From an optimization exercise on the open Yosys and OpenROAD flow, aimed at a short achievable clock period and few clock cycles per item; shortcuts taken in it are not production practice.
Only simulation tests tie the RTL to the original design; equivalence was not proved.
Power figures rest on the tool's default switching activity, not on a simulated workload.

===== design/flow/run.sh =====
#!/bin/bash
# synth_recipe.tcl (not shown) runs the flow's synth.tcl, then flattens the netlist and writes it again
# the make line also repeats each setting of config.mk as NAME=value (left out here)
make -C /OpenROAD-flow-scripts/flow DESIGN_CONFIG=/design/flow/config.mk WORK_HOME=/design/flow/orfs CLKGATE_MAP_FILE= SYNTH_SCRIPT=/design/flow/synth_recipe.tcl finish

===== design/flow/config.mk =====
export PLATFORM = sky130hd
export DESIGN_NAME = cpu_top
export DESIGN_NICKNAME = cpu_top
export VERILOG_FILES = /design/flow/design.v
export SDC_FILE = /design/flow/constraint.sdc
export NUM_CORES = 4
export LEC_CHECK = 0
export ABC_CLOCK_PERIOD_IN_PS = 2500
export CAP_MARGIN = 20
export CORE_MARGIN = 2
export CORE_UTILIZATION = 40
export PLACE_DENSITY = 0.5
export SETUP_SLACK_MARGIN = 4.0
export SLEW_MARGIN = 20
export SYNTH_HIERARCHICAL = 1
export SYNTH_MINIMUM_KEEP_SIZE = 0

===== design/flow/constraint.sdc =====
create_clock -name core_clock -period 7.0 [get_ports {clk}]
set_input_delay 1.4000 -clock core_clock [delete_from_list [all_inputs] [get_ports {clk}]]
set_output_delay 1.4000 -clock core_clock [all_outputs]
set_load 0.01 [all_outputs]

===== design/flow/design.v =====
`default_nettype none
package cpu_pkg;
    localparam int xlen       = 32;
    localparam int reg_addr_w = 5;
    localparam logic [xlen-1:0] reset_pc = 32'h0000_0000;
    localparam logic [xlen-1:0] nop_inst = 32'h0000_0000;   
    typedef enum logic [5:0] {
        op_special = 6'h00,
        op_j       = 6'h02,
        op_beq     = 6'h04,
        op_bne     = 6'h05,
        op_addiu   = 6'h09,
        op_lui     = 6'h0f,
        op_lw      = 6'h23,
        op_sw      = 6'h2b
    } opcode_e;
    typedef enum logic [5:0] {
        fn_sll  = 6'h00,
        fn_addu = 6'h21,
        fn_subu = 6'h23,
        fn_and  = 6'h24,
        fn_or   = 6'h25,
        fn_slt  = 6'h2a
    } funct_e;
    typedef enum logic [2:0] {
        alu_add,
        alu_sub,
        alu_and,
        alu_or,
        alu_slt,
        alu_sll,      
        alu_pass_b
    } alu_op_e;
    typedef struct packed {
        alu_op_e               alu_op;
        logic [xlen-1:0]       op_a;
        logic [xlen-1:0]       op_b;
        logic [xlen-1:0]       st_data;     
        logic [reg_addr_w-1:0] dest;
        logic                  reg_write;
        logic                  is_load;
        logic                  is_store;
        logic [xlen-1:0]       pc;
    } de_ex_t;
    typedef struct packed {
        logic [xlen-1:0]       result;      
        logic [reg_addr_w-1:0] dest;
        logic                  reg_write;
        logic                  is_load;
        logic [xlen-1:0]       pc;
    } ex_mw_t;
    typedef struct packed {
        logic                  wen;
        logic [reg_addr_w-1:0] waddr;
        logic [xlen-1:0]       wdata;
        logic [xlen-1:0]       pc;
    } wb_t;
    typedef struct packed {
        logic                  valid;       
        logic [reg_addr_w-1:0] dest;
        logic [xlen-1:0]       value;
        logic                  pending;     
    } fwd_t;
endpackage
`default_nettype wire
`timescale 1ns/1ns
`default_nettype none
module fetch_ctl (
    input  logic [31:0] inst,
    input  logic [31:0] pc_next,     
    input  logic [31:0] pv,          
    output logic        stall,
    output logic        redirect,
    output logic [31:0] target
);
    logic [5:0] op, fn;
    logic       is_r, alu_rr, uses_rs, uses_rt;
    assign op      = inst[31:26];
    assign fn      = inst[5:0];
    assign is_r    = op == 6'h00;
    assign alu_rr  = is_r && (fn == 6'h21 || fn == 6'h23 || fn == 6'h24 || fn == 6'h25
                              || fn == 6'h2a);
    assign uses_rs = alu_rr || op == 6'h09 || op == 6'h23 || op == 6'h2b || op == 6'h04
                     || op == 6'h05;
    assign uses_rt = alu_rr || (is_r && fn == 6'h00) || op == 6'h2b || op == 6'h04
                     || op == 6'h05;
    assign stall   = (uses_rs && pv[inst[25:21]]) || (uses_rt && pv[inst[20:16]]);
    assign redirect = op == 6'h05 || op == 6'h02;
    assign target  = (op == 6'h02) ? {pc_next[31:28], inst[25:0], 2'b00}
                                   : pc_next + {{14{inst[15]}}, inst[15:0], 2'b00};
endmodule
`default_nettype wire
`timescale 1ns/1ns
`default_nettype none
module fwd_unit (
    input  logic [4:0]  r,
    input  logic        x1_wen,
    input  logic [4:0]  x1_dest,
    input  logic        x1_ld,
    input  logic        x1_slt,
    input  logic        x2_wen,
    input  logic [4:0]  x2_dest,
    input  logic        x2_ld,
    input  logic [15:0] x2_lo,       
    input  logic        m_wen,
    input  logic [4:0]  m_dest,
    input  logic        m_ld,
    input  logic [31:0] m_res,
    input  logic        w_wen,
    input  logic [4:0]  w_dest,
    input  logic [31:0] w_val,       
    output logic        st,          
    output logic        h1,          
    output logic        h2,          
    output logic        lo_any,      
    output logic [15:0] lo_ov,
    output logic        hi_any,      
    output logic [15:0] hi_ov
);
    logic hit1, hit2, hit3, hit4;
    assign hit1 = x1_wen && x1_dest == r;
    assign hit2 = x2_wen && x2_dest == r;
    assign hit3 = m_wen && m_dest == r;
    assign hit4 = w_wen && w_dest == r;
    assign st = (hit1 && (x1_ld || x1_slt)) || (!hit1 && hit2 && x2_ld)
              || (!hit1 && !hit2 && hit3 && m_ld);
    assign h1 = hit1;
    assign h2 = !hit1 && hit2;
    assign lo_any = hit2 || hit3 || hit4;
    assign hi_any = hit3 || hit4;
    always_comb begin
        if (hit2)      lo_ov = x2_lo;
        else if (hit3) lo_ov = m_res[15:0];
        else           lo_ov = w_val[15:0];
        if (hit3)      hi_ov = m_res[31:16];
        else           hi_ov = w_val[31:16];
    end
endmodule
`default_nettype wire
`timescale 1ns/1ns
`default_nettype none
module rf_read (
    input  logic [1023:0] regs,      
    input  logic [4:0]    addr,
    output logic [31:0]   data
);
    assign data = (addr == 5'd0) ? 32'd0 : regs[{addr, 5'd0} +: 32];
endmodule
`default_nettype wire
`timescale 1ns/1ns
`default_nettype none
module add16 (
    input  logic [15:0] a,
    input  logic [15:0] b,
    output logic [16:0] s
);
    assign s = {1'b0, a} + {1'b0, b};
endmodule
module add16i (
    input  logic [15:0] a,
    input  logic [15:0] b,
    output logic [16:0] s
);
    assign s = {1'b0, a} + {1'b0, b} + 17'd1;
endmodule
module eq32 (
    input  logic [31:0] a,
    input  logic [31:0] b,
    output logic        eq
);
    assign eq = (a == b);
endmodule
`default_nettype wire
`timescale 1ns/1ns
`default_nettype none
module cpu_top (
    input  logic                           clk,
    input  logic                           rst_n,
    output logic [cpu_pkg::xlen-1:0]       inst_addr,
    input  logic [cpu_pkg::xlen-1:0]       inst_rdata,
    output logic                           data_req,
    output logic                           data_wr,
    output logic [cpu_pkg::xlen-1:0]       data_addr,
    output logic [cpu_pkg::xlen-1:0]       data_wdata,
    input  logic [cpu_pkg::xlen-1:0]       data_rdata,
    output logic [cpu_pkg::xlen-1:0]       debug_wb_pc,
    output logic                           debug_wb_rf_wen,
    output logic [cpu_pkg::reg_addr_w-1:0] debug_wb_rf_wnum,
    output logic [cpu_pkg::xlen-1:0]       debug_wb_rf_wdata
);
    logic rst_q;
    always_ff @(posedge clk) rst_q <= rst_n;
    logic [31:0] pc_f;           
    logic [31:0] pc_i;           
    logic        vi;             
    logic        held;           
    logic [31:0] hold_inst, hold_pc;
    logic        x1_v, x1_wen, x1_ld, x1_sw, x1_beq, x1_bne;
    logic [4:0]  x1_dest, x1_sh;
    logic [31:0] x1_pc, x1_tgt, x1_pc8;
    logic        x1_add, x1_sub, x1_and, x1_or, x1_slt, x1_sll, x1_lui;
    logic [15:0] x1_alo, x1_blo, x1_slo, x1_ahi, x1_bhi, x1_shi;
    logic        x1_h1a, x1_h1b, x1_h1s;     
    logic        x2_v, x2_wen, x2_ld, x2_sw, x2_beq, x2_bne;
    logic [4:0]  x2_dest, x2_sh;
    logic [31:0] x2_pc, x2_tgt, x2_pc8;
    logic        x2_add, x2_sub, x2_and, x2_or, x2_slt, x2_sll, x2_lui;
    logic [15:0] x2_rlo, x2_alo, x2_blo, x2_slo, x2_ahi, x2_bhi, x2_shi;
    logic        x2_cs, x2_cd;               
    logic        x2_late;                    
    logic [31:0] x1_ca, x1_cb, x2_ca, x2_cb;
    logic        x1_e1ok;
    logic [31:0] x1_doh, x2_doh, m_doh, w_doh;
    logic        x1_bad;
    logic [31:0] x1_dv, pv;
    logic [31:0] m_res, m_pc, w_res, w_pc;
    logic [4:0]  m_dest, w_dest;
    logic        m_wen, m_ld, w_wen, w_ld;
    logic [31:0] rf [1:31];
    logic [15:0] alo, blo, slo, res_lo, early_lo;
    logic [16:0] sum_lo, diff_lo;
    logic [31:0] sll_lo_full;
    assign alo = x1_alo;
    assign blo = x1_blo;
    assign slo = x1_slo;
    add16  u_add_lo (.a(alo), .b(blo),  .s(sum_lo));
    add16i u_sub_lo (.a(alo), .b(~blo), .s(diff_lo));
    assign sll_lo_full = {16'd0, blo} << x1_sh;
    assign early_lo = ({16{x1_and}} & (alo & blo))
                    | ({16{x1_or}}  & (alo | blo))
                    | ({16{x1_sll}} & sll_lo_full[15:0]);
    assign res_lo = ({16{x1_add}} & sum_lo[15:0])
                  | ({16{x1_sub}} & diff_lo[15:0])
                  | early_lo;
    logic [15:0] s0_hi, s1_hi, d0_hi, d1_hi, sum_hi, diff_hi, res_hi, early_hi, lo_fin;
    logic [31:0] sll_full, res32;
    logic        slt_bit;
    logic [16:0] s0_x, s1_x, d0_x, d1_x;
    add16  u_s0_hi (.a(x2_ahi), .b(x2_bhi),  .s(s0_x));
    add16i u_s1_hi (.a(x2_ahi), .b(x2_bhi),  .s(s1_x));
    add16  u_d0_hi (.a(x2_ahi), .b(~x2_bhi), .s(d0_x));
    add16i u_d1_hi (.a(x2_ahi), .b(~x2_bhi), .s(d1_x));
    assign s0_hi = s0_x[15:0];
    assign s1_hi = s1_x[15:0];
    assign d0_hi = d0_x[15:0];
    assign d1_hi = d1_x[15:0];
    assign sum_hi  = x2_cs ? s1_hi : s0_hi;
    assign diff_hi = x2_cd ? d1_hi : d0_hi;
    assign sll_full = {x2_bhi, x2_blo} << x2_sh;
    assign early_hi = ({16{x2_and}} & (x2_ahi & x2_bhi))
                    | ({16{x2_or}}  & (x2_ahi | x2_bhi))
                    | ({16{x2_sll}} & sll_full[31:16])
                    | ({16{x2_lui}} & x2_bhi);
    assign res_hi = ({16{x2_add & ~x2_cs}} & s0_hi)
                  | ({16{x2_add &  x2_cs}} & s1_hi)
                  | ({16{x2_sub & ~x2_cd}} & d0_hi)
                  | ({16{x2_sub &  x2_cd}} & d1_hi)
                  | early_hi;
    assign slt_bit = (x2_ahi[15] & ~x2_bhi[15]) | (~(x2_ahi[15] ^ x2_bhi[15]) & diff_hi[15]);
    assign lo_fin  = x2_slt ? {15'd0, slt_bit} : x2_rlo;
    assign res32   = {res_hi, lo_fin};
    logic        e1_ok, eq1, eq2, mp1, mp2, mispredict;
    logic [31:0] corr;
    assign e1_ok = x1_e1ok;
    eq32 u_eq1 (.a(x1_ca), .b(x1_cb), .eq(eq1));
    assign mp1   = (x1_beq || x1_bne) && e1_ok && eq1;
    eq32 u_eq2 (.a(x2_ca), .b(x2_cb), .eq(eq2));
    assign mp2   = (x2_beq || x2_bne) && x2_late && eq2;
    assign mispredict = mp1 || mp2;
    assign corr = mp2 ? (x2_beq ? x2_tgt : x2_pc8) : (x1_beq ? x1_tgt : x1_pc8);
    logic [31:0] ir, pc_d;
    logic        d_v, kill;
    assign ir   = held ? hold_inst : inst_rdata;
    assign pc_d = held ? hold_pc : pc_i;
    assign d_v  = held || vi;
    assign kill = mp2 && x1_v;
    logic [5:0]  op, fn;
    logic [4:0]  rs, rt, rd;
    logic [31:0] imm_s, pcp4_d, tgt_d;
    logic        is_r, r_addu, r_subu, r_and, r_or, r_slt, r_sll;
    logic        i_addiu, i_lui, i_lw, i_sw, i_beq, i_bne, i_j, i_br;
    logic        uses_rs, uses_rt, b_is_rt, b_imm, writes;
    logic [4:0]  dest;
    logic        stall, d_go, dr;
    logic [31:0] val_w, pc_norm;
    assign op = ir[31:26];
    assign fn = ir[5:0];
    assign rs = ir[25:21];
    assign rt = ir[20:16];
    assign rd = ir[15:11];
    assign imm_s = {{16{ir[15]}}, ir[15:0]};
    assign is_r    = op == 6'h00;
    assign r_addu  = is_r && fn == 6'h21;
    assign r_subu  = is_r && fn == 6'h23;
    assign r_and   = is_r && fn == 6'h24;
    assign r_or    = is_r && fn == 6'h25;
    assign r_slt   = is_r && fn == 6'h2a;
    assign r_sll   = is_r && fn == 6'h00;
    assign i_addiu = op == 6'h09;
    assign i_lui   = op == 6'h0f;
    assign i_lw    = op == 6'h23;
    assign i_sw    = op == 6'h2b;
    assign i_beq   = op == 6'h04;
    assign i_bne   = op == 6'h05;
    assign i_j     = op == 6'h02;
    assign i_br    = i_beq || i_bne;
    assign uses_rs = r_addu || r_subu || r_and || r_or || r_slt || i_addiu || i_lw || i_sw
                     || i_br;
    assign b_is_rt = r_addu || r_subu || r_and || r_or || r_slt || r_sll || i_br;
    assign uses_rt = b_is_rt || i_sw;
    assign b_imm   = i_addiu || i_lw || i_sw || i_lui;
    assign writes  = r_addu || r_subu || r_and || r_or || r_slt || r_sll || i_addiu || i_lui
                     || i_lw;
    assign dest    = is_r ? rd : rt;
    assign pcp4_d = pc_f;
    logic        st_r, st_h, rd_r, rd_h, redir;
    logic [31:0] tgt_r, tgt_h;
    fetch_ctl u_fc_r (.inst(inst_rdata), .pc_next(pcp4_d), .pv(pv),
                      .stall(st_r), .redirect(rd_r), .target(tgt_r));
    fetch_ctl u_fc_h (.inst(hold_inst), .pc_next(pcp4_d), .pv(pv),
                      .stall(st_h), .redirect(rd_h), .target(tgt_h));
    assign tgt_d = held ? tgt_h : tgt_r;
    assign val_w = w_ld ? data_rdata : w_res;
    logic        s_rs, s_rt, h1_rs, h1_rt, h2_rs, h2_rt;
    logic        la_rs, la_rt, ha_rs, ha_rt;
    logic [15:0] lo_rs, lo_rt, hi_rs, hi_rt;
    logic [4:0]  rs_a, rt_a;
    logic [31:0] rf_rs, rf_rt, cap_rs, cap_rt;
    assign rs_a  = inst_rdata[25:21];
    assign rt_a  = inst_rdata[20:16];
    logic [1023:0] rf_flat;
    logic [31:0]   rd_rs, rd_rt;
    always_comb begin
        rf_flat[31:0] = 32'd0;
        for (int i = 1; i < 32; i++) rf_flat[32*i +: 32] = rf[i];
    end
    rf_read u_rd_rs (.regs(rf_flat), .addr(rs_a), .data(rd_rs));
    rf_read u_rd_rt (.regs(rf_flat), .addr(rt_a), .data(rd_rt));
    assign rf_rs = held ? cap_rs : rd_rs;
    assign rf_rt = held ? cap_rt : rd_rt;
    always_ff @(posedge clk) begin
        cap_rs <= (w_wen && w_dest == rs) ? val_w : rf_rs;
        cap_rt <= (w_wen && w_dest == rt) ? val_w : rf_rt;
    end
    fwd_unit u_fwd_rs (
        .r(rs),
        .x1_wen(x1_wen), .x1_dest(x1_dest), .x1_ld(x1_ld), .x1_slt(x1_slt),
        .x2_wen(x2_wen), .x2_dest(x2_dest), .x2_ld(x2_ld), .x2_lo(lo_fin),
        .m_wen(m_wen), .m_dest(m_dest), .m_ld(m_ld), .m_res(m_res),
        .w_wen(w_wen), .w_dest(w_dest), .w_val(val_w),
        .st(s_rs), .h1(h1_rs), .h2(h2_rs),
        .lo_any(la_rs), .lo_ov(lo_rs), .hi_any(ha_rs), .hi_ov(hi_rs)
    );
    fwd_unit u_fwd_rt (
        .r(rt),
        .x1_wen(x1_wen), .x1_dest(x1_dest), .x1_ld(x1_ld), .x1_slt(x1_slt),
        .x2_wen(x2_wen), .x2_dest(x2_dest), .x2_ld(x2_ld), .x2_lo(lo_fin),
        .m_wen(m_wen), .m_dest(m_dest), .m_ld(m_ld), .m_res(m_res),
        .w_wen(w_wen), .w_dest(w_dest), .w_val(val_w),
        .st(s_rt), .h1(h1_rt), .h2(h2_rt),
        .lo_any(la_rt), .lo_ov(lo_rt), .hi_any(ha_rt), .hi_ov(hi_rt)
    );
    assign x1_dv = x1_doh & {32{x1_v}};
    assign pv    = (x1_dv & {32{x1_bad}})
                 | (~x1_dv & x2_doh & {32{x2_ld}})
                 | (~x1_dv & ~x2_doh & m_doh & {32{m_ld}});
    logic sa_res_lo, sa_ov_lo, sa_rf_lo, sa_res_hi, sa_ov_hi, sa_rf_hi;
    logic st_res_lo, st_ov_lo, st_rf_lo, st_res_hi, st_ov_hi, st_rf_hi;
    assign sa_res_lo = h1_rs;
    assign sa_ov_lo  = !h1_rs && la_rs;
    assign sa_rf_lo  = !h1_rs && !la_rs;
    assign sa_res_hi = h2_rs;
    assign sa_ov_hi  = !h1_rs && !h2_rs && ha_rs;
    assign sa_rf_hi  = !h2_rs && !ha_rs;
    assign st_res_lo = h1_rt;
    assign st_ov_lo  = !h1_rt && la_rt;
    assign st_rf_lo  = !h1_rt && !la_rt;
    assign st_res_hi = h2_rt;
    assign st_ov_hi  = !h1_rt && !h2_rt && ha_rt;
    assign st_rf_hi  = !h2_rt && !ha_rt;
    assign stall = held ? st_h : (vi && st_r);
    assign redir = held ? rd_h : (vi && rd_r);
    assign d_go  = d_v && !stall;
    assign dr    = d_go && redir;
    assign pc_norm = stall ? pc_f : (redir ? tgt_d : pc_f + 32'd4);
    always_ff @(posedge clk) begin
        if (!rst_n) begin
            pc_f <= 32'd0;
            vi   <= 1'b0;
            held <= 1'b0;
        end else begin
            pc_f <= mispredict ? corr : pc_norm;
            vi   <= !mispredict;
            held <= stall && !kill;
        end
    end
    always_ff @(posedge clk) begin
        pc_i <= pc_f;
        hold_inst <= ir;
        hold_pc   <= pc_d;
    end
    logic go;
    assign go = d_go && !kill;
    always_ff @(posedge clk) begin
        if (!rst_n) begin
            x1_v   <= 1'b0;
            x1_wen <= 1'b0;
            x1_ld  <= 1'b0;
            x1_sw  <= 1'b0;
            x1_beq <= 1'b0;
            x1_bne <= 1'b0;
        end else begin
            x1_v   <= go;
            x1_wen <= go && writes && dest != 5'd0;
            x1_ld  <= go && i_lw;
            x1_sw  <= go && i_sw;
            x1_beq <= go && i_beq;
            x1_bne <= go && i_bne;
        end
    end
    always_ff @(posedge clk) begin
        x1_pc   <= pc_d;
        x1_dest <= dest;
        x1_bad  <= i_lw || r_slt;
        x1_sh   <= ir[10:6];
        x1_tgt  <= tgt_d;
        x1_pc8  <= pc_f + 32'd4;
        x1_add  <= r_addu || i_addiu || i_lw || i_sw;
        x1_sub  <= r_subu;
        x1_and  <= r_and;
        x1_or   <= r_or;
        x1_slt  <= r_slt;
        x1_sll  <= r_sll;
        x1_lui  <= i_lui;
        x1_alo  <= ({16{sa_res_lo}} & res_lo) | ({16{sa_ov_lo}} & lo_rs)
                 | ({16{sa_rf_lo}} & rf_rs[15:0]);
        x1_ahi  <= ({16{sa_res_hi}} & res_hi) | ({16{sa_ov_hi}} & hi_rs)
                 | ({16{sa_rf_hi}} & rf_rs[31:16]);
        x1_h1a  <= h1_rs;
        x1_blo  <= ({16{!b_imm}} & (({16{st_res_lo}} & res_lo) | ({16{st_ov_lo}} & lo_rt)
                                     | ({16{st_rf_lo}} & rf_rt[15:0])))
                 | ({16{b_imm && !i_lui}} & ir[15:0]);
        x1_bhi  <= ({16{!b_imm}} & (({16{st_res_hi}} & res_hi) | ({16{st_ov_hi}} & hi_rt)
                                     | ({16{st_rf_hi}} & rf_rt[31:16])))
                 | ({16{b_imm}} & (i_lui ? ir[15:0] : {16{ir[15]}}));
        x1_h1b  <= !b_imm && h1_rt;
        x1_e1ok <= !h1_rs && !h1_rt && !h2_rs && !h2_rt;
        x1_ca   <= (i_br && !h1_rs && !h2_rs)
                 ? {(ha_rs ? hi_rs : rf_rs[31:16]), (la_rs ? lo_rs : rf_rs[15:0])} : 32'd0;
        x1_cb   <= (i_br && !h1_rt && !h2_rt)
                 ? {(ha_rt ? hi_rt : rf_rt[31:16]), (la_rt ? lo_rt : rf_rt[15:0])} : 32'd0;
        x1_slo  <= ({16{st_res_lo}} & res_lo) | ({16{st_ov_lo}} & lo_rt)
                 | ({16{st_rf_lo}} & rf_rt[15:0]);
        x1_shi  <= ({16{st_res_hi}} & res_hi) | ({16{st_ov_hi}} & hi_rt)
                 | ({16{st_rf_hi}} & rf_rt[31:16]);
        x1_h1s  <= h1_rt;
    end
    always_ff @(posedge clk) begin
        if (!rst_n) begin
            x2_v   <= 1'b0;
            x2_wen <= 1'b0;
            x2_ld  <= 1'b0;
            x2_sw  <= 1'b0;
            x2_beq <= 1'b0;
            x2_bne <= 1'b0;
        end else begin
            x2_v   <= x1_v;
            x2_wen <= x1_wen;
            x2_ld  <= x1_ld;
            x2_sw  <= x1_sw;
            x2_beq <= x1_beq;
            x2_bne <= x1_bne;
        end
    end
    always_ff @(posedge clk) begin
        x2_pc   <= x1_pc;
        x2_dest <= x1_dest;
        x2_sh   <= x1_sh;
        x2_tgt  <= x1_tgt;
        x2_pc8  <= x1_pc8;
        x2_add  <= x1_add;
        x2_sub  <= x1_sub;
        x2_and  <= x1_and;
        x2_or   <= x1_or;
        x2_slt  <= x1_slt;
        x2_sll  <= x1_sll;
        x2_lui  <= x1_lui;
        x2_late <= !e1_ok;
        x2_ca   <= (x1_beq || x1_bne) ? {(x1_h1a ? res_hi : x1_ahi), alo} : 32'd0;
        x2_cb   <= (x1_beq || x1_bne) ? {(x1_h1b ? res_hi : x1_bhi), blo} : 32'd0;
        x2_rlo  <= res_lo;
        x2_cs   <= sum_lo[16];
        x2_cd   <= diff_lo[16];
        x2_alo  <= alo;
        x2_blo  <= blo;
        x2_slo  <= slo;
        x2_ahi  <= x1_h1a ? res_hi : x1_ahi;
        x2_bhi  <= x1_h1b ? res_hi : x1_bhi;
        x2_shi  <= x1_h1s ? res_hi : x1_shi;
    end
    always_ff @(posedge clk) begin
        if (!rst_n) begin
            data_req <= 1'b0;
            m_wen    <= 1'b0;
            m_ld     <= 1'b0;
            w_wen    <= 1'b0;
            w_ld     <= 1'b0;
            debug_wb_rf_wen <= 1'b0;
        end else begin
            data_req <= x2_ld || x2_sw;
            m_wen    <= x2_wen;
            m_ld     <= x2_ld && x2_wen;
            w_wen    <= m_wen;
            w_ld     <= m_ld;
            debug_wb_rf_wen <= w_wen;
        end
    end
    always_ff @(posedge clk) begin
        data_wr    <= x2_sw;
        data_addr  <= {sum_hi, x2_rlo};
        data_wdata <= {x2_shi, x2_slo};
        m_res  <= res32;
        m_dest <= x2_dest;
        m_pc   <= x2_pc;
        w_res  <= m_res;
        w_dest <= m_dest;
        w_pc   <= m_pc;
        debug_wb_pc       <= w_pc;
        debug_wb_rf_wnum  <= w_dest;
        debug_wb_rf_wdata <= val_w;
    end
    always_ff @(posedge clk) begin
        x1_doh <= (writes && dest != 5'd0) ? (32'd1 << dest) : 32'd0;
        if (!rst_q) begin
            x2_doh <= 32'd0;
            m_doh  <= 32'd0;
            w_doh  <= 32'd0;
        end else begin
            x2_doh <= x1_dv;
            m_doh  <= x2_doh;
            w_doh  <= m_doh;
        end
    end
    always_ff @(posedge clk) begin
        for (int i = 1; i < 32; i++) begin
            if (!rst_q) rf[i] <= 32'd0;
            else if (w_doh[i]) rf[i] <= val_w;
        end
    end
    assign inst_addr = pc_f;
endmodule
`default_nettype wire

==> results by group, run 1 <==
Outcome
  • Result of the run: complete, no violations

Synthesis
  • Count of warnings emitted by yosys: 9
  • Synthesized area divided by synthesized cell count: 10.41 sq um
  • Post-synthesis instance area: 0.1025 sq mm
  • Gate Count Post-Synth: 9848

Placement
  • Gpl congestion: 0.9083
  • IO buf count: 233
  • Instance count after placement with tap cells included: 12800
  • DP Wirelength: 247800 microns

Timing
  • Maximum clock skew at final layout: 0.1117 ns
  • TNS Setup: 0 ns
  • Total count of max-transition violations in the final report: 0
  • Min Clock Period, post-route: 3.594 ns
  • Unrepaired setup endpoints after global routing: true
  • Ratio of final minimum period to clock period: 51.34%
  • Endpoints failing hold: 0
  • Worst-Margin Slew: 1.234 ns
  • Max Clk Rate: 278.2 MHz
  • Final-report setup violation count: 0
  • Relative slew slack: 17.72%

CTS
  • Buffer depth of the longest clock path: 3
  • Clock latency on the worst-skew pair: 0.95 ns
  • Number of H-tree levels: 4
  • Clock-pin slew reported for the worst setup and hold paths after clock tree synthesis: 0.07 ns
  • Number of sinks handled by clock tree synthesis: 2118
  • Clock Root Buffer: sky130_fd_sc_hd__clkbuf_16
  • Number of buffers created by CTS: 234
  • Clock tree from TritonCTS: done
  • Hold-fix buffer count after cts: 0

GRT
  • Initial antenna violation count: 17
  • Overall global routing resource usage: 31.82%
  • Overflow left after global routing: 0
  • Maximum number of pins on one net before global-route repair: 246
  • Number of global-route vias before repair: 80560
  • Global-route wire length before repair: 602900 microns

Critical path
  • Type of the worst setup path: reg2reg
  • Crit path DAT: 4.43 ns
  • Required time at the endpoint of the critical path: 7.83 ns
  • Critical path capture point type: flop
  • Startpoint Class: flop
  • Largest fanout on the critical path: 17

Drt
  • Final routed DRC violation total: 0
  • Number of vias after detailed routing: 85630
  • Routed wire length: 430500 microns
  • Drt first-iter violations: 9476
  • 1st-pass router iterations: 6
  • Number of vias per cell after detailed routing: 6.155
  • Average wire per standard cell: 30.95 microns
  • Count of antenna-violating nets left after detailed routing: 0

Job
  • Number of max-capacitance violations reported: 0

Cells and area
  • Post-layout utilization of the core: 51.53%
  • Layout cell share with drive strength beyond 1: 30.84%
  • Nets: 10570
  • Number of cells in the finished layout apart from fillers: 13910
  • Max FFs per register: 992
  • # fillers: 22290
  • Synth-to-Final Area Change: 27.85%
  • Largest Register: rf

Die
  • Num rows: 185
  • Top Ports: 234
  • Height of the die: 510.3 microns
  • Die area: 0.2604 sq mm
  • Core Region: 0.2544 sq mm
  • Starting density of the core: 40.30%
  • Horizontal die dimension: 510.3 microns

Min path
  • Worst min path class: reg2reg

Pwr
  • Power density normalized to cell area: 227.4 mW/mm^2
  • Maximum VDD drop: 0.2367 mV
  • Reported leakage power: 57.07 nW
==> worst paths after layout <==
check / from / to / slack, ns / depth (start not counted)
worst max-delay path: x1_v$_SDFF_PN0_ / pc_f[22]$_SDFFE_PN0P_ / 3.41 / 17
worst max register to register: x1_v$_SDFF_PN0_ / pc_f[22]$_SDFFE_PN0P_ / 3.41 / 17
worst min register to register: w_pc[20]$_DFF_P_ / debug_wb_pc[20]$_DFF_P_ / 0.28 / 0
worst min-delay path: w_pc[20]$_DFF_P_ / debug_wb_pc[20]$_DFF_P_ / 0.28 / 0
==> critical path, stage by stage (launching register included) <==
cell	delay, ns
sky130_fd_sc_hd__dfxtp_4	0.38
sky130_fd_sc_hd__buf_12	0.17
sky130_fd_sc_hd__nand2_1	0.13
sky130_fd_sc_hd__nor2_1	0.20
sky130_fd_sc_hd__a21oi_4	0.07
sky130_fd_sc_hd__mux4_2	0.46
sky130_fd_sc_hd__mux4_2	0.50
sky130_fd_sc_hd__mux2_4	0.33
sky130_fd_sc_hd__o21ai_4	0.08
sky130_fd_sc_hd__o21ai_2	0.08
sky130_fd_sc_hd__nand2_2	0.09
sky130_fd_sc_hd__o211ai_1	0.09
sky130_fd_sc_hd__buf_4	0.19
sky130_fd_sc_hd__buf_8	0.14
sky130_fd_sc_hd__a32oi_2	0.18
sky130_fd_sc_hd__a21oi_2	0.08
sky130_fd_sc_hd__a311oi_1	0.23
sky130_fd_sc_hd__nor3_1	0.08
==> routing by layer <==
layer	GRT usage, %	part of all wire, %	vias up
met5	0	0.0079	-
met4	15.09	5.5	6
met3	4.737	7.3	910
met2	50.47	46	3992
met1	42.57	42	43290
li1	-	-	37430
==> per-stage QoR <==
| stage | hold WS, ns | power, W | setup WS [ns] | cell area, sq um |
|---|---|---|---|---|
| CTS | 0.2766 | 0.02963 | 3.382 | 127300 |
| global route | 0.2788 | 0.03069 | 3.240 | 131100 |
| detailed placement | 0.3121 | 0.01601 | 1.530 | 108400 |
| finish | 0.2752 | 0.02981 | 3.406 | 131100 |
| global placement | 0.3097 | 0.01599 | 1.565 | 108200 |
| floorplan | 0.3096 | 0.01484 | 2.871 | 104300 |
==> cells in the final DEF, fill, tap and decap left out, types with 63 or more instances in the layout <==
cell                            instances
sky130_fd_sc_hd__nor2b_1               98
sky130_fd_sc_hd__ha_1                  90
sky130_fd_sc_hd__xnor2_1              100
sky130_fd_sc_hd__a21oi_1              255
sky130_fd_sc_hd__buf_6                151
sky130_fd_sc_hd__o211a_1             1002
sky130_fd_sc_hd__a22oi_1               69
sky130_fd_sc_hd__and2_1                86
sky130_fd_sc_hd__mux2_4                90
sky130_fd_sc_hd__dfxtp_4              104
sky130_fd_sc_hd__nand2_1             1307
sky130_fd_sc_hd__dfxtp_1             1932
sky130_fd_sc_hd__buf_12               103
sky130_fd_sc_hd__nor2_1               368
sky130_fd_sc_hd__o21ai_0              149
sky130_fd_sc_hd__buf_4                485
sky130_fd_sc_hd__dlygate4sd2_1        117
sky130_fd_sc_hd__conb_1                65
sky130_fd_sc_hd__inv_1                145
sky130_fd_sc_hd__mux2_2               158
sky130_fd_sc_hd__xor2_1               140
sky130_fd_sc_hd__clkbuf_16            239
sky130_fd_sc_hd__a21oi_2              130
sky130_fd_sc_hd__a211oi_1              63
sky130_fd_sc_hd__buf_16                75
sky130_fd_sc_hd__nand3_1              104
sky130_fd_sc_hd__mux4_2               530
sky130_fd_sc_hd__mux2i_4               87
sky130_fd_sc_hd__mux2i_1              279
sky130_fd_sc_hd__o21ai_1              140
sky130_fd_sc_hd__o21ai_2               74
==> where the power goes <==
part | total [W] | internal [W] | switching, W
Clock | 0.0130 | 0.00740 | 0.00556
Combinational | 0.00416 | 0.00180 | 0.00237
Sequential | 0.0127 | 0.0124 | 0.000315
Total | 0.0298 | 0.0216 | 0.00824
==> repair_timing <==
action                                   CTS  global route
gates cloned                              78             7
hold endpoints to repair                   0             0
endpoints found under the setup margin   599           361
gates resized for setup                 1507           505
pin swaps                                251           207
setup buffers                            440           140
==> final cells by class <==
| cell class | instances | area [sq um] | area share (%) |
|---|---|---|---|
| repair buffers | 1080 | 12640 | 9.641 |
| repair inverters | 1 | 16.27 | 0.01241 |
| well taps | 3366 | 4212 | 3.213 |
| clock buffers | 332 | 6755 | 5.153 |
| diodes | 3 | 7.507 | 0.005727 |
| flip-flops and latches | 2118 | 43170 | 32.94 |
| multi-input cells | 6715 | 62070 | 47.35 |
| inverters | 186 | 822.0 | 0.6271 |
| clock inverters | 111 | 1398 | 1.066 |
Testbench counts, summed over its fixed seeds: cycles 29,057, instrs 25,953.
==> run 2: changes to the inputs <==
--- a/design/flow/config.mk
+++ b/design/flow/config.mk
@@ -9,7 +9,7 @@
 export CAP_MARGIN = 20
 export CORE_MARGIN = 2
 export CORE_UTILIZATION = 40
-export PLACE_DENSITY = 0.5
+export PLACE_DENSITY = 0.45
 export SETUP_SLACK_MARGIN = 4.0
 export SLEW_MARGIN = 20
 export SYNTH_HIERARCHICAL = 1
==> results by group, run 2 <==
Cells and area
  • Leading cell type in the layout, fill and taps excluded: sky130_fd_sc_hd__dfxtp_1
  • Layout cell share with drive strength beyond 1: 31.85% (+1.0 points)
  • Nets: 10680 (+1.1%)
  • Max FFs per register: 992 (unchanged)
  • Synth-to-Final Area Change: 29.30%
  • # fillers: 22350 (+0.27%)
  • Commonest non-fill, non-tap cells in the layout: 1940 x sky130_fd_sc_hd__dfxtp_1, 1295 x sky130_fd_sc_hd__nand2_1, 1002 x sky130_fd_sc_hd__o211a_1
  • Post-layout utilization of the core: 52.11% (+0.58 points)
  • Largest Register: rf

Drt
  • Number of vias after detailed routing: 84830 (-0.92%)
  • Count of antenna-violating nets left after detailed routing: 0 (unchanged)
  • 1st-pass router iterations: 8 (+2)
  • Average wire per standard cell: 31.36 microns (+1.3%)
  • Routed wire length: 440000 microns (+2.2%)
  • Number of vias per cell after detailed routing: 6.045 (-1.8%)
  • Final routed DRC violation total: 0 (unchanged)
  • Drt first-iter violations: 8386 (-12%)

Timing
  • Min Clock Period, post-route: 3.686 ns (+0.09173 ns)
  • Worst-Margin Slew: 1.160 ns (-0.07404 ns)
  • Total count of max-transition violations in the final report: 0 (unchanged)
  • Unrepaired setup endpoints after global routing: true
  • Max Clk Rate: 271.3 MHz (-2.5%)
  • Crit path setup slack, layout: 3.314 ns (-0.09173 ns)
  • TNS Setup: 0 ns (unchanged)
  • Fin Hold WS: 0.2849 ns (+0.009712 ns)
  • Final-report setup violation count: 0 (unchanged)
  • Endpoints failing hold: 0 (unchanged)
  • Ratio of final minimum period to clock period: 52.66% (+1.3 points)
  • Maximum clock skew at final layout: 0.1006 ns (-0.01118 ns)
  • Relative slew slack: 22.65% (+4.9 points)

Job
  • Number of max-capacitance violations reported: 0 (unchanged)

Critical path
  • Worst reg2reg setup slack: 3.31 ns (-0.09 ns)
  • Total stage count of the critical path: 17 (unchanged)
  • Largest fanout on the critical path: 7 (-10)
  • CP Buf/Inv Count: 3 (unchanged)
  • Startpoint Class: flop
  • FF-to-FF path depth: 17 (unchanged)
  • Crit path DAT: 4.49 ns (+0.06 ns)
  • Slowest Stage Delay on Critical Path: 0.50 ns (about the same)
  • Capturing instance or port of the critical path: pc_f[6]$_SDFFE_PN0P_
  • Critical path capture point type: flop
  • Top Family by Delay on Critical Path: multiplexers
  • Type of the worst setup path: reg2reg
  • Launching instance or port of the critical path: m_ld$_SDFF_PN0_
  • Worst reg2reg startpoint: m_ld$_SDFF_PN0_
  • Cell type of the slowest stage on the worst timing path: sky130_fd_sc_hd__mux4_2
  • Critical R2R Capture: pc_f[6]$_SDFFE_PN0P_
  • Required time at the endpoint of the critical path: 7.80 ns (-0.03 ns)
  • Worst-path cell chain: buf_8, nand2_1, nor2_1, a21oi_2, a21oi_2, mux4_2, mux4_2, mux2_4, o21ai_2, o21ai_2, nand2_2, buf_4, o21a_1, nor2_1, buf_6, or4_1, and3_1

Synthesis
  • Gate Count Post-Synth: 9848 (unchanged)
  • Post-synthesis instance area: 0.1025 sq mm (unchanged)
  • Count of warnings emitted by yosys: 9 (unchanged)
  • Synthesized area divided by synthesized cell count: 10.41 sq um (unchanged)

Die
  • Core Region: 0.2544 sq mm (unchanged)
  • Horizontal die dimension: 510.3 microns (unchanged)
  • Height of the die: 510.3 microns (unchanged)
  • Num rows: 185 (unchanged)
  • Die area: 0.2604 sq mm (unchanged)
  • Top Ports: 234 (unchanged)
  • Starting density of the core: 40.30% (unchanged)

Placement
  • Gpl congestion: 0.8937 (-1.6%)
  • DP Wirelength: 262100 microns (+5.8%)
  • IO buf count: 233 (unchanged)
  • Worst slack at placement: 1.603 ns (+0.07356 ns)

Min path
  • Worst min path class: reg2reg
  • Startpoint of the most critical hold path: x2_pc[8]$_DFF_P_

Pwr
  • Maximum VDD drop: 0.2817 mV (+19%)
  • Power density normalized to cell area: 227.8 mW/mm^2 (+0.14%)
  • Reported leakage power: 57.93 nW (+1.5%)

GRT
  • Number of global-route vias before repair: 81020 (+0.58%)
  • Global-route wire length before repair: 614900 microns (+2.0%)
  • Overflow left after global routing: 0 (unchanged)
  • Overall global routing resource usage: 32.52% (+0.70 points)
  • Initial antenna violation count: 23 (+6)
  • Maximum number of pins on one net before global-route repair: 206 (-16%)

CTS
  • Clock Root Buffer: sky130_fd_sc_hd__clkbuf_16
  • Clock latency on the worst-skew pair: 0.94 ns (about the same)
  • Number of buffers created by CTS: 237 (+1.3%)
  • Buffer depth of the longest clock path: 3 (unchanged)
  • Clock-pin slew reported for the worst setup and hold paths after clock tree synthesis: 0.07 ns (about the same)
  • Number of H-tree levels: 4 (unchanged)
  • Clock tree from TritonCTS: done
  • Number of sinks handled by clock tree synthesis: 2118 (unchanged)
  • Hold-fix buffer count after cts: 0 (unchanged)

Outcome
  • Result of the run: complete, no violations
## run 2: power breakdown
part,total (W),switching [W],internal (W)
Clock,0.0132,0.00557,0.00763
Sequential,0.0127,0.000314,0.0124
Combinational,0.00431,0.00241,0.00190
Total,0.0302,0.00830,0.0219
## run 2: layout make-up
class | instances | area, sq um | share of cell area [%]
clock buffer | 351 | 7002 | 5.281
tap | 3366 | 4212 | 3.177
clock inverter | 94 | 1339 | 1.010
timing repair buffer | 1197 | 13620 | 10.28
sequential | 2118 | 43170 | 32.56
multi-input combinational | 6710 | 62370 | 47.05
timing repair inverter | 1 | 16.27 | 0.01227
inverter | 186 | 817.0 | 0.6163
antenna | 10 | 25.02 | 0.01888
## run 2: worst min path at each step
stage / cells after the start / end
after floorplan: 0 / data_wdata[0]$_DFF_P_
after detailed placement: 0 / data_wdata[16]$_DFF_P_
after CTS: 0 / m_pc[8]$_DFF_P_
final: 0 / m_pc[8]$_DFF_P_
after global placement: 0 / m_pc[20]$_DFF_P_
after global routing: 0 / m_pc[8]$_DFF_P_
## run 2: stage by stage
| stage | power (W) | cell area, sq um | std cells |
|---|---|---|---|
| 2_1_floorplan | 0.01484 | 104300 | 9912 |
| 3_3_place_gp | 0.01605 | 108400 | 12810 |
| 3_5_place_dp | 0.01606 | 108400 | 12820 |
| 4_1_cts | 0.03004 | 128500 | 13840 |
| 5_1_grt | 0.03113 | 132600 | 14030 |
| 6_report | 0.03020 | 132600 | 14030 |
## run 2: per-layer routing
layer  vias to the layer above  GRT usage [%]  wire length (microns)
met1                     43160          43.20                 185100
met4                        16          13.91                  21840
met5                         -              0                    117
li1                      37710              -                      -
met2                      3206          52.91                 204900
met3                       745          4.477                  28020
## run 2: worst reg2reg max path, delay by kind of cell, from the launching register on
kind,cells,cell delay (ns)
AND/OR/NAND/NOR,6,0.83
flip-flops,1,0.42
buffers and inverters,3,0.43
multiplexers,3,1.34
AO/OA/AOI/OAI,5,0.55
## run 2: what timing repair did
item,4_1_cts,5_1_grt
endpoints found under the setup margin,596,354
resized for setup,1639,490
pin swaps,285,252
buffers inserted,521,165
gates cloned,61,15
==> run 3: changes to the inputs <==
--- a/design/flow/config.mk
+++ b/design/flow/config.mk
@@ -9,8 +9,8 @@
 export CAP_MARGIN = 20
 export CORE_MARGIN = 2
 export CORE_UTILIZATION = 40
-export PLACE_DENSITY = 0.45
-export SETUP_SLACK_MARGIN = 4.0
+export PLACE_DENSITY = 0.5
+export SETUP_SLACK_MARGIN = 4.3
 export SLEW_MARGIN = 20
 export SYNTH_HIERARCHICAL = 1
 export SYNTH_MINIMUM_KEEP_SIZE = 0
==> results by group, run 3 <==
Pwr
  • Maximum VDD drop: 0.2890 mV (+2.6%)
  • Sequential share of power: 41.9% (about the same)
  • Internal power: 0.02196 W (+0.27%)
  • Power density normalized to cell area: 223.6 mW/mm^2 (-1.8%)
  • Reported leakage power: 58.83 nW (+1.5%)
  • NetSw: 0.008416 W (+1.5%)
  • Relative contribution of combinational cells to total power: 15.2% (+0.9 points)
  • Part of the total power dissipated in the clock network: 42.9% (-0.8 points)
  • Net switching share of the total power: 27.71% (+0.24 points)

Min path
  • Worst min path class: reg2reg
  • Startpoint of the most critical hold path: m_pc[23]$_DFF_P_

GRT
  • Initial antenna violation count: 13 (-43%)
  • Overall global routing resource usage: 32.32% (-0.20 points)
  • Maximum number of pins on one net before global-route repair: 232 (+13%)
  • Global-route wire length before repair: 612300 microns (-0.43%)
  • Number of global-route vias before repair: 82160 (+1.4%)
  • Overflow left after global routing: 0 (unchanged)

Die
  • Num rows: 185 (unchanged)
  • Starting density of the core: 40.30% (unchanged)
  • Top Ports: 234 (unchanged)
  • Die area: 0.2604 sq mm (unchanged)
  • Height of the die: 510.3 microns (unchanged)
  • Horizontal die dimension: 510.3 microns (unchanged)
  • Core Region: 0.2544 sq mm (unchanged)

CTS
  • Clock Root Buffer: sky130_fd_sc_hd__clkbuf_16
  • Hold-fix buffer count after cts: 0 (unchanged)
  • Number of sinks handled by clock tree synthesis: 2118 (unchanged)
  • Clock-pin slew reported for the worst setup and hold paths after clock tree synthesis: 0.06 ns (about the same)
  • Clock latency on the worst-skew pair: 0.97 ns (+0.03 ns)
  • Number of H-tree levels: 4 (unchanged)
  • Clock tree from TritonCTS: done
  • Buffer depth of the longest clock path: 3 (unchanged)
  • Number of buffers created by CTS: 232 (-2.1%)

Drt
  • Count of antenna-violating nets left after detailed routing: 0 (unchanged)
  • Routed wire length: 437500 microns (-0.57%)
  • 1st-pass router iterations: 7 (-1)
  • Final routed DRC violation total: 0 (unchanged)
  • Average wire per standard cell: 30.98 microns (-1.2%)
  • Number of vias per cell after detailed routing: 6.127 (+1.3%)
  • Drt first-iter violations: 9310 (+11%)
  • Number of vias after detailed routing: 86520 (+2.0%)

Placement
  • Gpl congestion: 0.9132 (+2.2%)
  • DP Wirelength: 248500 microns (-5.2%)
  • IO buf count: 233 (unchanged)

Critical path
  • Crit path DAT: 4.46 ns (-0.03 ns)
  • Critical R2R Capture: pc_f[26]$_SDFFE_PN0P_
  • Worst reg2reg startpoint: m_ld$_SDFF_PN0_
  • Required time at the endpoint of the critical path: 7.84 ns (+0.04 ns)
  • FF-to-FF path depth: 17 (unchanged)
  • Type of the worst setup path: reg2reg
  • Startpoint Class: flop
  • Critical path capture point type: flop
  • Worst reg2reg setup slack: 3.38 ns (+0.07 ns)
  • Largest fanout on the critical path: 7 (unchanged)
  • Launching instance or port of the critical path: m_ld$_SDFF_PN0_
  • Capturing instance or port of the critical path: pc_f[26]$_SDFFE_PN0P_

Timing
  • Max Clk Rate: 276.5 MHz (+1.9%)
  • Endpoints failing hold: 0 (unchanged)
  • Relative slew slack: 17.38% (-5.3 points)
  • Worst-Margin Slew: 1.239 ns (+0.07916 ns)
  • Min Clock Period, post-route: 3.616 ns (-0.06940 ns)
  • TNS Setup: 0 ns (unchanged)
  • Unrepaired setup endpoints after global routing: true
  • Total count of max-transition violations in the final report: 0 (unchanged)
  • Maximum clock skew at final layout: 0.09102 ns (-0.009538 ns)
  • Ratio of final minimum period to clock period: 51.66% (-0.99 points)
  • Final-report setup violation count: 0 (unchanged)

Job
  • Number of max-capacitance violations reported: 0 (unchanged)

Cells and area
  • Largest Register: rf
  • Synth-to-Final Area Change: 32.48%
  • Post-layout utilization of the core: 53.40% (+1.3 points)
  • Area taken by multi-input logic gates: 0.06375 sq mm (+2.2%)
  • Nets: 10780 (+0.91%)
  • Commonest non-fill, non-tap cells in the layout: 1865 x sky130_fd_sc_hd__dfxtp_1, 1283 x sky130_fd_sc_hd__nand2_1, 1002 x sky130_fd_sc_hd__o211a_1
  • Storage element area: 0.04328 sq mm (+0.26%)
  • Leading cell type in the layout, fill and taps excluded: sky130_fd_sc_hd__dfxtp_1
  • Max FFs per register: 992 (unchanged)
  • Layout cell share with drive strength beyond 1: 36.29% (+4.4 points)
  • # fillers: 21770 (-2.6%)

Outcome
  • Result of the run: complete, no violations

Synthesis
  • Synthesized area divided by synthesized cell count: 10.41 sq um (unchanged)
  • Gate Count Post-Synth: 9848 (unchanged)
  • Post-synthesis instance area: 0.1025 sq mm (unchanged)
  • Count of warnings emitted by yosys: 9 (unchanged)
-- run 3: worst max-delay path, stage by stage (launching register included) --
cell and delay (ns):
sky130_fd_sc_hd__dfxtp_4 0.42, sky130_fd_sc_hd__buf_8 0.17, sky130_fd_sc_hd__nand2_1 0.07, sky130_fd_sc_hd__nor2_1 0.04, sky130_fd_sc_hd__a21oi_1 0.17, sky130_fd_sc_hd__a21oi_2 0.14, sky130_fd_sc_hd__mux4_2 0.49, sky130_fd_sc_hd__mux4_2 0.48
sky130_fd_sc_hd__mux2_4 0.31, sky130_fd_sc_hd__o21ai_2 0.07, sky130_fd_sc_hd__o21ai_1 0.10, sky130_fd_sc_hd__nand2_2 0.12, sky130_fd_sc_hd__o211ai_1 0.15, sky130_fd_sc_hd__buf_2 0.23, sky130_fd_sc_hd__a32oi_1 0.16, sky130_fd_sc_hd__a21oi_1 0.11
sky130_fd_sc_hd__nor3_1 0.23, sky130_fd_sc_hd__nor3_1 0.07
-- run 3: metal layers --
layer | wire length, microns | GRT usage (%)
met5 | 37 | 0
met4 | 27770 | 17.43
met3 | 33490 | 5.151
met2 | 198000 | 50.97
met1 | 178200 | 42.47
-- run 3: worst min path at each step --
stage | endpoint | cells past startpoint
2_1_floorplan | data_wdata[0]$_DFF_P_ | 0
3_3_place_gp | debug_wb_pc[22]$_DFF_P_ | 0
3_5_place_dp | m_pc[26]$_DFF_P_ | 0
4_1_cts | w_pc[23]$_DFF_P_ | 0
5_1_grt | w_pc[23]$_DFF_P_ | 0
6_report | w_pc[23]$_DFF_P_ | 0
-- run 3: timing repair --
| action | in CTS | in global routing |
|---|---|---|
| pin swaps | 310 | 279 |
| resized for setup | 2452 | 614 |
| setup endpoints to repair | 801 | 584 |
| gates cloned | 95 | 11 |
| buffers inserted | 578 | 191 |
-- run 3: power by group through the flow --
stage          combinational (W)  sequential, W  clock (W)
3_5_place_dp             0.00306         0.0130          0
4_1_cts                  0.00416         0.0127     0.0132
3_3_place_gp             0.00304         0.0130          0
5_1_grt                  0.00482         0.0127     0.0137
2_1_floorplan            0.00202         0.0128          0
6_report                 0.00463         0.0127     0.0130
-- run 3: stage by stage --
| step | cell area [sq um] | instances | total power, W | setup WS (ns) | hold slack (ns) |
|---|---|---|---|---|---|
| 6_report | 135800 | 14120 | 0.03037 | 3.384 | 0.2867 |
| 5_1_grt | 135800 | 14110 | 0.03124 | 3.306 | 0.2934 |
| 4_1_cts | 131300 | 13910 | 0.03005 | 3.428 | 0.2845 |
| 3_5_place_dp | 108500 | 12800 | 0.01604 | 1.486 | 0.3121 |
| 3_3_place_gp | 108400 | 12800 | 0.01602 | 1.465 | 0.3097 |
| 2_1_floorplan | 104400 | 9912 | 0.01486 | 2.873 | 0.3096 |
-- run 3: area by class of cell --
class | instances | share of cell area [%]
Clock buffer | 339 | 5.042
Inverter | 186 | 0.6171
Multi-Input combinational cell | 6706 | 46.93
Tap cell | 3366 | 3.100
Timing Repair inverter | 1 | 0.01197
Timing Repair Buffer | 1303 | 11.42
Sequential cell | 2118 | 31.86
Clock inverter | 93 | 0.9911
Antenna cell | 9 | 0.01658

separate check: timing with driven ports:
No port has a modelled driver above. Below, the same layouts with a new extraction and two added sets of constraints. Step 1 assumes that a clkbuf_16 drives the clock port and a buf_2 every other input. Step 2 adds t to the input delays and takes it off the output delays; t is the mean of the earliest and latest rising clock arrival at the registers after step 1. Input paths then give back, and output paths get back, about the clock's delay inside the block. a / b / c = no drivers / after step 1 / after step 2; a / b = the first two.
| run | t, ns | setup WS [ns] | worst hold slack (ns) | worst setup path after step 2 |
|---|---|---|---|---|
| run 1 | 0.986 | 3.406 / 3.222 / 2.236 | 0.275 / 0.275 / 0.275 | input to register |
| run 2 | 0.985 | 3.314 / 3.144 / 2.159 | 0.285 / 0.285 / 0.285 | input to register |
| run 3 | 1.006 | 3.384 / 3.247 / 2.241 | 0.287 / 0.287 / 0.287 | input to register |
After both steps every run listed still meets setup and hold. For run 1, which loses most, drivers alone change the setup slack by -0.184 ns; drivers and shift together by -1.170 ns.
